What follows belongs to an exercise in optimizing a design on an open flow for small area; a production flow would make more cautious choices.
Power figures rest on the tool's default switching activity, not on a simulated workload.

## run A
## sound_top
module sound_top (
	input  wire        clock,
	input  wire        reset,
	input  wire        ready,        
	input  wire [3:0]  game_state,
	input  wire        flash_busy,
	input  wire [7:0]  flash_data,
	output wire [22:0] flash_addr,
	output wire        flash_read,
	output logic       loaded,
	output logic [7:0] to_ac97_data
);
	localparam logic [3:0] GS_IDLE = 4'd0, GS_POP = 4'd4, GS_MISSED = 4'd9, GS_WHACKED = 4'd10;
	logic [3:0] k;         
	logic [1:0] ctgt;      
	logic       rd;        
	logic       waiting;   
	logic [7:0] first_pop, first_missed, first_whacked;
	logic [7:0] cring [0:8];
	logic [1:0] cpos_c;     
	logic [1:0] cpos_o;     
	logic       cpos_end;   
	logic       cshift;     
	logic       cseek;      
	logic       at_start;   
	logic       ld_last;    
	logic       arrive;     
	assign ld_last = (ctgt == 2'd0) ? (k == 4'd3) : (ctgt == 2'd2) ? (k == 4'd4) : (k == 4'd2);
	assign arrive  = !loaded && waiting && !flash_busy;
	assign flash_read = rd;
	assign flash_addr = {12'd0, !loaded && ctgt == 2'd3, !loaded && !ctgt[0], loaded || ctgt == 2'd2, 4'd0, k};
	logic [1:0] prev_eff;      
	logic       prev_idle;     
	logic       cfirst;        
	logic [1:0] rsel;          
	logic       clip_done;
	logic [7:0] fir_x;
	logic [1:0] eff;
	logic       is_effect, entering, leaving_idle, stall, idle, advance, playing;
	logic [7:0] clip_byte;     
	logic [7:0] mix;           
	logic [8:0] mix_c;
	always_comb begin
		case (game_state)
			GS_POP:     eff = 2'd1;
			GS_MISSED:  eff = 2'd2;
			GS_WHACKED: eff = 2'd3;
			default:    eff = 2'd0;
		endcase
		at_start = (cpos_c == ctgt) && (cpos_o == 2'd0);
		case (cpos_c)
			2'd2:    cpos_end = (cpos_o == 2'd3);
			2'd3:    cpos_end = (cpos_o == 2'd1);
			default: cpos_end = (cpos_o == 2'd2);
		endcase
	end
	assign is_effect    = (eff != 2'd0);
	assign idle         = (game_state == GS_IDLE);
	assign entering     = is_effect && (eff != prev_eff);
	assign leaving_idle = !idle && prev_idle;
	assign stall        = flash_busy || rd || leaving_idle;
	assign advance      = ready && !stall;
	assign playing      = is_effect && !clip_done && !entering;
  ...
==> flow/config.mk <==
export PLATFORM = sky130hd
export DESIGN_NAME = sound_top
export DESIGN_NICKNAME = sound_top
export VERILOG_FILES = /design/flow/design.v
export SDC_FILE = /design/flow/constraint.sdc
export NUM_CORES = 4
export LEC_CHECK = 0
export CAP_MARGIN = 20
export CORE_MARGIN = 2
export CORE_UTILIZATION = 60
export CTS_CLUSTER_DIAMETER = 120
export CTS_CLUSTER_SIZE = 30
export PLACE_DENSITY = 0.75
export SLEW_MARGIN = 20
export SYNTH_HIERARCHICAL = 1
==> flow/constraint.sdc <==
create_clock -name core_clock -period 10.0 [get_ports {clock}]
set_input_delay 2.0000 -clock core_clock [delete_from_list [all_inputs] [get_ports {clock}]]
set_output_delay 2.0000 -clock core_clock [all_outputs]
set_load 0.01 [all_outputs]
standard.sh (not shown) runs the stock make flow with config.mk's settings and CLKGATE_MAP_FILE= SYNTH_SCRIPT=/design/flow/synth_recipe.tcl, a recipe that flattens the netlist after the stock synthesis.
==> flow/flow/run.sh <==
#!/bin/bash
# Own flow: the standard layout (standard.sh, unchanged synthesis) with the
# port buffers made from the smallest buffer cell, and clock tree synthesis
# without dummy balancing loads.
set -euo pipefail
bash standard.sh \
	BUFFER_PORTS_ARGS="-buffer_cell sky130_fd_sc_hd__buf_1" \
	CTS_ARGS="-sink_clustering_enable -repair_clock_nets -sink_clustering_size 30 -sink_clustering_max_diameter 120 -dont_use_dummy_load" \
	finish > flow_make.log 2>&1
> inputs changed (run A -> run B)
--- a/flow/design.v
+++ b/flow/design.v
@@ -7,40 +7,41 @@
 	input  wire [3:0]  game_state,
 	input  wire        flash_busy,
 	input  wire [7:0]  flash_data,
 	output wire [22:0] flash_addr,
 	output wire        flash_read,
 	output logic       loaded,
 	output logic [7:0] to_ac97_data
 );
 	localparam logic [3:0] GS_IDLE = 4'd0, GS_POP = 4'd4, GS_MISSED = 4'd9, GS_WHACKED = 4'd10;
 	logic [3:0] k;         
-	logic [1:0] ctgt;      
+	logic [1:0] region;    
 	logic       rd;        
 	logic       waiting;   
 	logic [7:0] first_pop, first_missed, first_whacked;
 	logic [7:0] cring [0:8];
 	logic [1:0] cpos_c;     
 	logic [1:0] cpos_o;     
 	logic       cpos_end;   
 	logic       cshift;     
 	logic       cseek;      
 	logic       at_start;   
 	logic       ld_last;    
 	logic       arrive;     
-	assign ld_last = (ctgt == 2'd0) ? (k == 4'd3) : (ctgt == 2'd2) ? (k == 4'd4) : (k == 4'd2);
+	assign ld_last = (region == 2'd0) ? (k == 4'd3) : (region == 2'd1) ? (k == 4'd4) : (k == 4'd2);
 	assign arrive  = !loaded && waiting && !flash_busy;
 	assign flash_read = rd;
-	assign flash_addr = {12'd0, !loaded && ctgt == 2'd3, !loaded && !ctgt[0], loaded || ctgt == 2'd2, 4'd0, k};
+	assign flash_addr = {12'd0, region == 2'd2, !region[1], region[0], 4'd0, k};
 	logic [1:0] prev_eff;      
 	logic       prev_idle;     
 	logic       cfirst;        
+	logic [1:0] ctgt;          
 	logic [1:0] rsel;          
 	logic       clip_done;
 	logic [7:0] fir_x;
 	logic [1:0] eff;
 	logic       is_effect, entering, leaving_idle, stall, idle, advance, playing;
 	logic [7:0] clip_byte;     
 	logic [7:0] mix;           
 	logic [8:0] mix_c;
 	always_comb begin
 		case (game_state)
@@ -66,62 +67,63 @@
 	assign cshift       = loaded ? ((cseek && !at_start) || (advance && playing && !cfirst && !cpos_end))
 	                             : (arrive && k != 4'd0);
 	always_ff @(posedge clock) begin
 		rsel <= cfirst ? ctgt : 2'd0;
 		if (cshift) begin
 			cring[0] <= loaded ? cring[8] : flash_data;
 			for (int i = 1; i < 9; i++)
 				cring[i] <= cring[i-1];
 		end
 		if (!reset && arrive) begin
-			if (k == 4'd0 && ctgt == 2'd0) first_pop     <= flash_data;
-			if (k == 4'd0 && ctgt == 2'd2) first_missed  <= flash_data;
-			if (k == 4'd0 && ctgt == 2'd3) first_whacked <= flash_data;
+			if (k == 4'd0 && region == 2'd0) first_pop     <= flash_data;
+			if (k == 4'd0 && region == 2'd1) first_missed  <= flash_data;
+			if (k == 4'd0 && region == 2'd2) first_whacked <= flash_data;
 		end
 		if (reset)
 		begin
 			cpos_c <= 2'd1;
 			cpos_o <= 2'd0;
 		end
 		else if (loaded && cshift)
 		begin
 			cpos_o <= cpos_end ? 2'd0 : cpos_o + 2'd1;
 			if (cpos_end)
 				cpos_c <= (cpos_c == 2'd3) ? 2'd1 : cpos_c + 2'd1;
 		end
 		if (reset) begin
 			k            <= 4'd0;
+			region       <= 2'd0;
 			rd           <= 1'b0;
 			waiting      <= 1'b0;
 			loaded       <= 1'b0;
 			prev_eff     <= 2'd0;
 			prev_idle    <= 1'b1;
 			cfirst       <= 1'b1;
-			ctgt         <= 2'd0;
+			ctgt         <= 2'd1;
 			cseek        <= 1'b0;
 			clip_done    <= 1'b1;
 			fir_x        <= 8'd0;
 			to_ac97_data <= 8'd0;
 		end else if (!loaded) begin
 			if (!rd && !waiting) begin
-				if (ctgt == 2'd1)
+				if (region == 2'd3)
 					loaded <= 1'b1;      
 				else
 					rd <= 1'b1;          
 			end else if (rd && !flash_busy) begin
 				rd      <= 1'b0;
 				waiting <= 1'b1;
 			end else if (waiting && !flash_busy) begin
 				waiting <= 1'b0;
 				if (ld_last) begin
 					k      <= 4'd0;
-					ctgt   <= (ctgt == 2'd0) ? 2'd2 : (ctgt == 2'd2) ? 2'd3 : 2'd1;
+					region <= region + 2'd1;
 				end else begin
 					k  <= k + 4'd1;
 					rd <= 1'b1;
 				end
 			end
 		end else begin
 			prev_eff  <= eff;
 			prev_idle <= idle;
 			if (at_start)
 				cseek <= 1'b0;
## What came out
Run A has higher fraction of area in multi-input gates than run B.
On core utilization, run A and run B are basically level.
Compared to run A, run B has clock latency of the later-clocked register in the worst-skew pair 20 ps higher.
Summary of the comparison: routed wire length is lower in run B, relative to run A.
Of run B and run A, it is run B that has the higher maximum clock frequency.
When run B is set beside run A, its smallest hold slack turns out to be 16 ps smaller.
Total power: run B above run A
Per the comparison of run B with run A, wire length of the first global-routing pass now smaller, sequential share of layout area now larger.
[compare] base=run A new=run B: footprint of the multi-input gates went down, post-synthesis instance area did not really move, reported net switching power did not really move.
[run B] multiplexer share of the synthesized area fell 0.18 points relative to run A
~same design area in run A and run B
Function was not checked in any run of this note: the RTL went through the layout flow alone.

## port drivers added, routing unchanged
Ports are ideal in the flow. The routed layouts listed here were re-timed in OpenROAD. Step 1, drivers: a clkbuf_16 drives clock and a buf_2 each remaining input, both assumed. Step 2 moves the port delays by t, midway between the first and last clock arrival at a register: inputs arrive t later, outputs are due t later. That takes back most of the time a late clock gives input paths. a / b / c = ideal / step 1 / step 2; a / b = the first two.
run | t, ns | setup WS [ns] | worst setup path at the end | worst slew at a driven data input, ns | cell pins on the clock port's net
run A | 0.554 | 2.059 / 2.059 / 2.059 | register to register | 0.04 | 1
run B | 0.525 | 2.145 / 2.145 / 2.145 | register to register | 0.06 | 1
After both steps setup and hold are still met in every run listed.
